What follows belongs to an exercise in optimizing a design on an open flow for small area, a short achievable clock period and few clock cycles per item; a production flow would make more cautious choices. RTL that was checked went through simulation tests only; none was proved equivalent to the original. Power figures rest on the tool's default switching activity, not on a simulated workload.

==> flow/design.v (excerpt) <==
module pkt_lkp_top
(
    input  logic      clk,
    input  logic      rst_i,
    input  logic      b2c_pkt_vld_i,
    input  logic      b2c_pkt_lkp_en_i,
    input  pkt_lkp_pkg::lkp_info_t b2c_pkt_lkp_info_i,
    input  pkt_lkp_pkg::odr_id_t   b2c_pkt_odr_id_i,
    input  logic      b2c_pkt_so_i,
    input  pkt_lkp_pkg::payload_t  b2c_pkt_payload_i,
    output logic      c2b_pkt_rdy_o,
    output logic      c2a_lkp_vld_o,
    output pkt_lkp_pkg::lkp_info_t c2a_lkp_info_o,
    output pkt_lkp_pkg::req_id_t   c2a_lkp_req_id_o,
    input  logic      a2c_lkp_rdy_i,
    input  logic      a2c_lkp_rsp_vld_i,
    input  pkt_lkp_pkg::req_id_t   a2c_lkp_rsp_id_i,
    input  pkt_lkp_pkg::lkp_info_t a2c_lkp_rslt_i,
    output logic      c2d_pkt_vld_o,
    output pkt_lkp_pkg::lkp_info_t c2d_pkt_lkp_rslt_o,
    output pkt_lkp_pkg::odr_id_t   c2d_pkt_odr_id_o,
    output logic      c2d_pkt_so_o,
    output pkt_lkp_pkg::payload_t  c2d_pkt_payload_o,
    input  logic      d2c_pkt_rdy_i
);
For scale: ~1400 cells after synthesis, about 840 flip-flops, about 250 I/O pins, ~32000 um^2 of cells after synthesis.
==> module pkt_lkp_top, before the edit <==
module pkt_lkp_top
(
    input  logic      clk,
    input  logic      rst_i,
    input  logic      b2c_pkt_vld_i,
    input  logic      b2c_pkt_lkp_en_i,
    input  pkt_lkp_pkg::lkp_info_t b2c_pkt_lkp_info_i,
    input  pkt_lkp_pkg::odr_id_t   b2c_pkt_odr_id_i,
    input  logic      b2c_pkt_so_i,
    input  pkt_lkp_pkg::payload_t  b2c_pkt_payload_i,
    output logic      c2b_pkt_rdy_o,
    output logic      c2a_lkp_vld_o,
    output pkt_lkp_pkg::lkp_info_t c2a_lkp_info_o,
    output pkt_lkp_pkg::req_id_t   c2a_lkp_req_id_o,
    input  logic      a2c_lkp_rdy_i,
    input  logic      a2c_lkp_rsp_vld_i,
    input  pkt_lkp_pkg::req_id_t   a2c_lkp_rsp_id_i,
    input  pkt_lkp_pkg::lkp_info_t a2c_lkp_rslt_i,
    output logic      c2d_pkt_vld_o,
    output pkt_lkp_pkg::lkp_info_t c2d_pkt_lkp_rslt_o,
    output pkt_lkp_pkg::odr_id_t   c2d_pkt_odr_id_o,
    output logic      c2d_pkt_so_o,
    output pkt_lkp_pkg::payload_t  c2d_pkt_payload_o,
    input  logic      d2c_pkt_rdy_i
);
    localparam int N      = 8;
    localparam int IW     = $clog2(N);
    localparam int RW     = pkt_lkp_pkg::LKP_INFO_W;
    localparam int DW     = pkt_lkp_pkg::ODR_ID_W + 1 + pkt_lkp_pkg::PAYLOAD_W;
    logic [IW-1:0] head_q, tail_q, head_inc, tail_inc;
    logic          full_q, full_d;
    logic          rdy_q;
    logic          accept, retire;
    assign head_inc = (head_q == IW'(N-1)) ? '0 : head_q + 1'b1;
    assign tail_inc = (tail_q == IW'(N-1)) ? '0 : tail_q + 1'b1;
    logic          req_vld_q, req_vld_d;
    logic [RW-1:0] req_info_q;
    logic [IW-1:0] req_tag_q;
    logic          req_push;
    assign c2a_lkp_vld_o    = req_vld_q || (b2c_pkt_vld_i && b2c_pkt_lkp_en_i && rdy_q);
    assign c2a_lkp_info_o   = req_vld_q ? req_info_q : b2c_pkt_lkp_info_i;
    assign c2a_lkp_req_id_o = pkt_lkp_pkg::REQ_ID_W'(req_vld_q ? req_tag_q : tail_q);
    assign c2b_pkt_rdy_o = rdy_q;
    assign accept        = b2c_pkt_vld_i && rdy_q;
    assign req_push      = accept && b2c_pkt_lkp_en_i;
    always_comb
    begin
        req_vld_d = req_vld_q;
        if (req_push)
            req_vld_d = !a2c_lkp_rdy_i;
        else if (a2c_lkp_rdy_i)
            req_vld_d = 1'b0;
    end
    always_ff @(posedge clk)
    begin
        if (rst_i)
            req_vld_q <= 1'b0;
        else
            req_vld_q <= req_vld_d;
    end
    always_ff @(posedge clk)
    begin
        if (req_push)
        begin
            req_info_q <= b2c_pkt_lkp_info_i;
            req_tag_q  <= tail_q;
        end
    end
    logic [DW-1:0] data_q [N];
    logic [RW-1:0] rslt_q [N];
    logic [N-1:0]  lkp_q;
    logic [N-1:0]  done_q;
    logic [IW-1:0] rsp_idx;
    logic          head_done;
    logic          head_rsp;
    logic          out_free;
    assign rsp_idx   = a2c_lkp_rsp_id_i[IW-1:0];
    assign head_done = done_q[head_q];
    assign head_rsp  = a2c_lkp_rsp_vld_i && (rsp_idx == head_q);
    assign out_free  = !c2d_pkt_vld_o || d2c_pkt_rdy_i;
    assign retire    = out_free && (head_done || head_rsp);
    always_ff @(posedge clk)
    begin
        if (accept)
        begin
            data_q[tail_q] <= {b2c_pkt_odr_id_i, b2c_pkt_so_i, b2c_pkt_payload_i};
            lkp_q[tail_q]  <= b2c_pkt_lkp_en_i;
        end
        if (a2c_lkp_rsp_vld_i)
            rslt_q[rsp_idx] <= a2c_lkp_rslt_i;
    end
    always_comb
    begin
        full_d = full_q;
        if (accept && !retire)
            full_d = (tail_inc == head_q);
        else if (retire && !accept)
            full_d = 1'b0;
    end
    always_ff @(posedge clk)
    begin
        if (rst_i)
        begin
            head_q <= '0;
            tail_q <= '0;
            full_q <= 1'b0;
            rdy_q  <= 1'b0;
            done_q <= '0;
        end
        else
        begin
            full_q <= full_d;
            rdy_q  <= !full_d && !req_vld_d;
            if (a2c_lkp_rsp_vld_i)
                done_q[rsp_idx] <= 1'b1;
            if (retire)
            begin
                done_q[head_q] <= 1'b0;
                head_q         <= head_inc;
            end
            if (accept)
            begin
                done_q[tail_q] <= !b2c_pkt_lkp_en_i;
                tail_q         <= tail_inc;
            end
        end
    end
    logic [RW-1:0] out_rslt;
    assign out_rslt = head_done ? (rslt_q[head_q] & {RW{lkp_q[head_q]}}) : a2c_lkp_rslt_i;
    always_ff @(posedge clk)
    begin
        if (rst_i)
            c2d_pkt_vld_o <= 1'b0;
        else if (out_free)
            c2d_pkt_vld_o <= retire;
    end
    always_ff @(posedge clk)
    begin
        if (retire)
        begin
            c2d_pkt_lkp_rslt_o <= out_rslt;
            {c2d_pkt_odr_id_o, c2d_pkt_so_o, c2d_pkt_payload_o} <= data_q[head_q];
        end
    end
endmodule
make LEC_CHECK=0 CAP_MARGIN=20 CORE_MARGIN=2 CORE_UTILIZATION=40 SLEW_MARGIN=20 finish   # period 4.0 ns
run.sh (not shown) runs the stock make flow with config.mk's settings and CLKGATE_MAP_FILE= SYNTH_SCRIPT=/design/flow/synth_recipe.tcl, a recipe that flattens the netlist after the stock synthesis.
The first run produced a clean layout.
Change:
--- a/flow/design.v
+++ b/flow/design.v
@@ -57,9 +57,9 @@
     output logic      c2d_pkt_so_o,
     output pkt_lkp_pkg::payload_t  c2d_pkt_payload_o,
     input  logic      d2c_pkt_rdy_i
 );
-    localparam int N      = 8;
+    localparam int N      = 4;
     localparam int IW     = $clog2(N);
     localparam int RW     = pkt_lkp_pkg::LKP_INFO_W;
     localparam int DW     = pkt_lkp_pkg::ODR_ID_W + 1 + pkt_lkp_pkg::PAYLOAD_W;
     logic [IW-1:0] head_q, tail_q, head_inc, tail_inc;
Effect: The new run finished clean; wire length fell by 47%; worst setup slack gains 0.58 ns; core utilization goes up by 2.6 points; area after synthesis came out lower by 45%; cell count shrinks by about 40%; sequential power came out lower by 39%; worst hold slack gets worse by 0.0059 ns; clock-buffer cell count decreases by 54; total power drops by about 37%; maximum frequency climbs by about 18%.
No functional check of the RTL was part of any run of this note.

---

Another version of the RTL of pkt_lkp_top (not shown whole).
Size: roughly 91 flip-flops, ~250 I/O pins, roughly 0.0032 mm^2 of cells after synthesis.
==> module pkt_lkp_top, before the edit <==
module pkt_lkp_top
(
    input  logic      clk,
    input  logic      rst_i,
    input  logic      b2c_pkt_vld_i,
    input  logic      b2c_pkt_lkp_en_i,
    input  pkt_lkp_pkg::lkp_info_t b2c_pkt_lkp_info_i,
    input  pkt_lkp_pkg::odr_id_t   b2c_pkt_odr_id_i,
    input  logic      b2c_pkt_so_i,
    input  pkt_lkp_pkg::payload_t  b2c_pkt_payload_i,
    output logic      c2b_pkt_rdy_o,
    output logic      c2a_lkp_vld_o,
    output pkt_lkp_pkg::lkp_info_t c2a_lkp_info_o,
    output pkt_lkp_pkg::req_id_t   c2a_lkp_req_id_o,
    input  logic      a2c_lkp_rdy_i,
    input  logic      a2c_lkp_rsp_vld_i,
    input  pkt_lkp_pkg::req_id_t   a2c_lkp_rsp_id_i,
    input  pkt_lkp_pkg::lkp_info_t a2c_lkp_rslt_i,
    output logic      c2d_pkt_vld_o,
    output pkt_lkp_pkg::lkp_info_t c2d_pkt_lkp_rslt_o,
    output pkt_lkp_pkg::odr_id_t   c2d_pkt_odr_id_o,
    output logic      c2d_pkt_so_o,
    output pkt_lkp_pkg::payload_t  c2d_pkt_payload_o,
    input  logic      d2c_pkt_rdy_i
);
    localparam int RW = pkt_lkp_pkg::LKP_INFO_W;
    logic empty_q, full_d, done_d;
    logic req_q, req_d;
    logic leave;
    logic accept;
    assign leave         = c2d_pkt_vld_o && d2c_pkt_rdy_i;
    assign c2b_pkt_rdy_o = empty_q || leave;
    assign accept        = b2c_pkt_vld_i && c2b_pkt_rdy_o;
    assign c2a_lkp_vld_o    = req_q;
    assign c2a_lkp_info_o   = c2d_pkt_lkp_rslt_o;
    assign c2a_lkp_req_id_o = '0;
    always_comb
    begin
        req_d = req_q;
        if (accept && b2c_pkt_lkp_en_i)
            req_d = 1'b1;
        else if (a2c_lkp_rdy_i)
            req_d = 1'b0;
    end
    always_comb
    begin
        full_d = !empty_q;
        done_d = c2d_pkt_vld_o;
        if (accept)
        begin
            full_d = 1'b1;
            done_d = !b2c_pkt_lkp_en_i;
        end
        else
        begin
            if (leave)
                full_d = 1'b0;
            if (a2c_lkp_rsp_vld_i)
                done_d = 1'b1;
        end
    end
    always_ff @(posedge clk)
    begin
        if (rst_i)
        begin
            empty_q       <= 1'b1;
            c2d_pkt_vld_o <= 1'b0;
            req_q         <= 1'b0;
        end
        else
        begin
            empty_q       <= !full_d;
            c2d_pkt_vld_o <= full_d && done_d;
            req_q         <= req_d;
        end
    end
    logic          take_lkp;
    logic [RW-1:0] rslt_d;
    assign take_lkp = accept && b2c_pkt_lkp_en_i;
    assign rslt_d   = (b2c_pkt_lkp_info_i & {RW{take_lkp}}) |
                      (a2c_lkp_rslt_i & {RW{a2c_lkp_rsp_vld_i}});
    always_ff @(posedge clk)
    begin
        if (accept)
            {c2d_pkt_odr_id_o, c2d_pkt_so_o, c2d_pkt_payload_o} <=
                {b2c_pkt_odr_id_i, b2c_pkt_so_i, b2c_pkt_payload_i};
        if (accept || a2c_lkp_rsp_vld_i)
            c2d_pkt_lkp_rslt_o <= rslt_d;
    end
endmodule
export LEC_CHECK = 0
export CAP_MARGIN = 20
export CORE_MARGIN = 2
export CORE_UTILIZATION = 40
export CTS_CLUSTER_DIAMETER = 100
export CTS_CLUSTER_SIZE = 30
export SETUP_SLACK_MARGIN = 2.0
export SLEW_MARGIN = 20
export TNS_END_PERCENT = 100
create_clock -name core_clock -period 4.0 [get_ports {clk}]
standard.sh (not shown) runs the stock make flow with config.mk's settings and CLKGATE_MAP_FILE= SYNTH_SCRIPT=/design/flow/synth_recipe.tcl, a recipe that flattens the netlist after the stock synthesis.
==> flow/flow/run.sh <==
#!/bin/bash
# Standard layout, with plain buffers on the ports and footprint-free resizing.
set -euo pipefail
bash standard.sh MATCH_CELL_FOOTPRINT=0 "BUFFER_PORTS_ARGS=-buffer_cell sky130_fd_sc_hd__buf_1" finish > make_finish.log 2>&1
The baseline completed without violations.
Testbench counts at the start, summed over its fixed seeds: cycles 25,812, items 3,200.
Then changed:
--- a/flow/design.v
+++ b/flow/design.v
@@ -56,13 +56,14 @@
     output pkt_lkp_pkg::odr_id_t   c2d_pkt_odr_id_o,
     output logic      c2d_pkt_so_o,
     output pkt_lkp_pkg::payload_t  c2d_pkt_payload_o,
     input  logic      d2c_pkt_rdy_i
 );
     localparam int RW = pkt_lkp_pkg::LKP_INFO_W;
-    logic empty_q, full_d, done_d;
+    logic full_q, done_q, full_d, done_d;
+    logic empty_q;
     logic req_q, req_d;
     logic leave;
     logic accept;
     assign leave         = c2d_pkt_vld_o && d2c_pkt_rdy_i;
     assign c2b_pkt_rdy_o = empty_q || leave;
     assign accept        = b2c_pkt_vld_i && c2b_pkt_rdy_o;
@@ -76,14 +77,14 @@
             req_d = 1'b1;
         else if (a2c_lkp_rdy_i)
             req_d = 1'b0;
     end
     always_comb
     begin
-        full_d = !empty_q;
-        done_d = c2d_pkt_vld_o;
+        full_d = full_q;
+        done_d = done_q;
         if (accept)
         begin
             full_d = 1'b1;
             done_d = !b2c_pkt_lkp_en_i;
         end
         else
@@ -95,31 +96,33 @@
         end
     end
     always_ff @(posedge clk)
     begin
         if (rst_i)
         begin
+            full_q        <= 1'b0;
             empty_q       <= 1'b1;
+            done_q        <= 1'b0;
             c2d_pkt_vld_o <= 1'b0;
             req_q         <= 1'b0;
         end
         else
         begin
+            full_q        <= full_d;
             empty_q       <= !full_d;
+            done_q        <= done_d;
             c2d_pkt_vld_o <= full_d && done_d;
             req_q         <= req_d;
         end
     end
-    logic          take_lkp;
-    logic [RW-1:0] rslt_d;
-    assign take_lkp = accept && b2c_pkt_lkp_en_i;
-    assign rslt_d   = (b2c_pkt_lkp_info_i & {RW{take_lkp}}) |
-                      (a2c_lkp_rslt_i & {RW{a2c_lkp_rsp_vld_i}});
     always_ff @(posedge clk)
     begin
         if (accept)
+        begin
             {c2d_pkt_odr_id_o, c2d_pkt_so_o, c2d_pkt_payload_o} <=
                 {b2c_pkt_odr_id_i, b2c_pkt_so_i, b2c_pkt_payload_i};
-        if (accept || a2c_lkp_rsp_vld_i)
-            c2d_pkt_lkp_rslt_o <= rslt_d;
+            c2d_pkt_lkp_rslt_o <= b2c_pkt_lkp_info_i & {RW{b2c_pkt_lkp_en_i}};
+        end
+        else if (a2c_lkp_rsp_vld_i)
+            c2d_pkt_lkp_rslt_o <= a2c_lkp_rslt_i;
     end
 endmodule
Outcome:
- wire length climbs by roughly a tenth
- maximum frequency climbs slightly
- cell area climbs by a few percent
- flip-flop and latch count climbs by 2
- area after synthesis climbs by a little under a tenth
- die area climbs by a little under a tenth
- worst setup slack improved by 0.018 ns
- cell count climbs by roughly a tenth
- sequential share of layout area drops by 2.3 points
- worst hold slack hardly moves
Testbench counts after the change, summed over its fixed seeds: cycles 25,812, items 3,200.

-- separate check: timing with driven ports --
The results above use ideal ports. As a check the final layouts listed here were re-extracted and re-timed, cells and wires unchanged.
Step 1 sets driving cells, clkbuf_16 on the clock port and buf_2 on the other inputs (assumed; they add their load-dependent delay and slew).
Step 2 adds t to the input delays and takes it off the output delays; t is the mean of the earliest and latest rising clock arrival at the registers after step 1. Input paths then give back, and output paths get back, about the clock's delay inside the block.
Three values: ideal ports, drivers, drivers and shift; two values: the first two.
run	t (ns)	setup WS [ns]	worst data-port slew with drivers (ns)
the first run of note 1	0.695	0.283 / 0.222 / 0.529	0.13
the second run of note 1	0.631	0.859 / 0.795 / 0.795	0.10
the first run of note 2	0.373	1.982 / 1.933 / 1.644	0.06
the second run of note 2	0.377	2.000 / 1.972 / 1.720	0.06
After both steps every run listed still meets setup and hold. For the first run of note 2, which loses most, drivers alone change the setup slack by -0.049 ns; drivers and shift together by -0.338 ns.
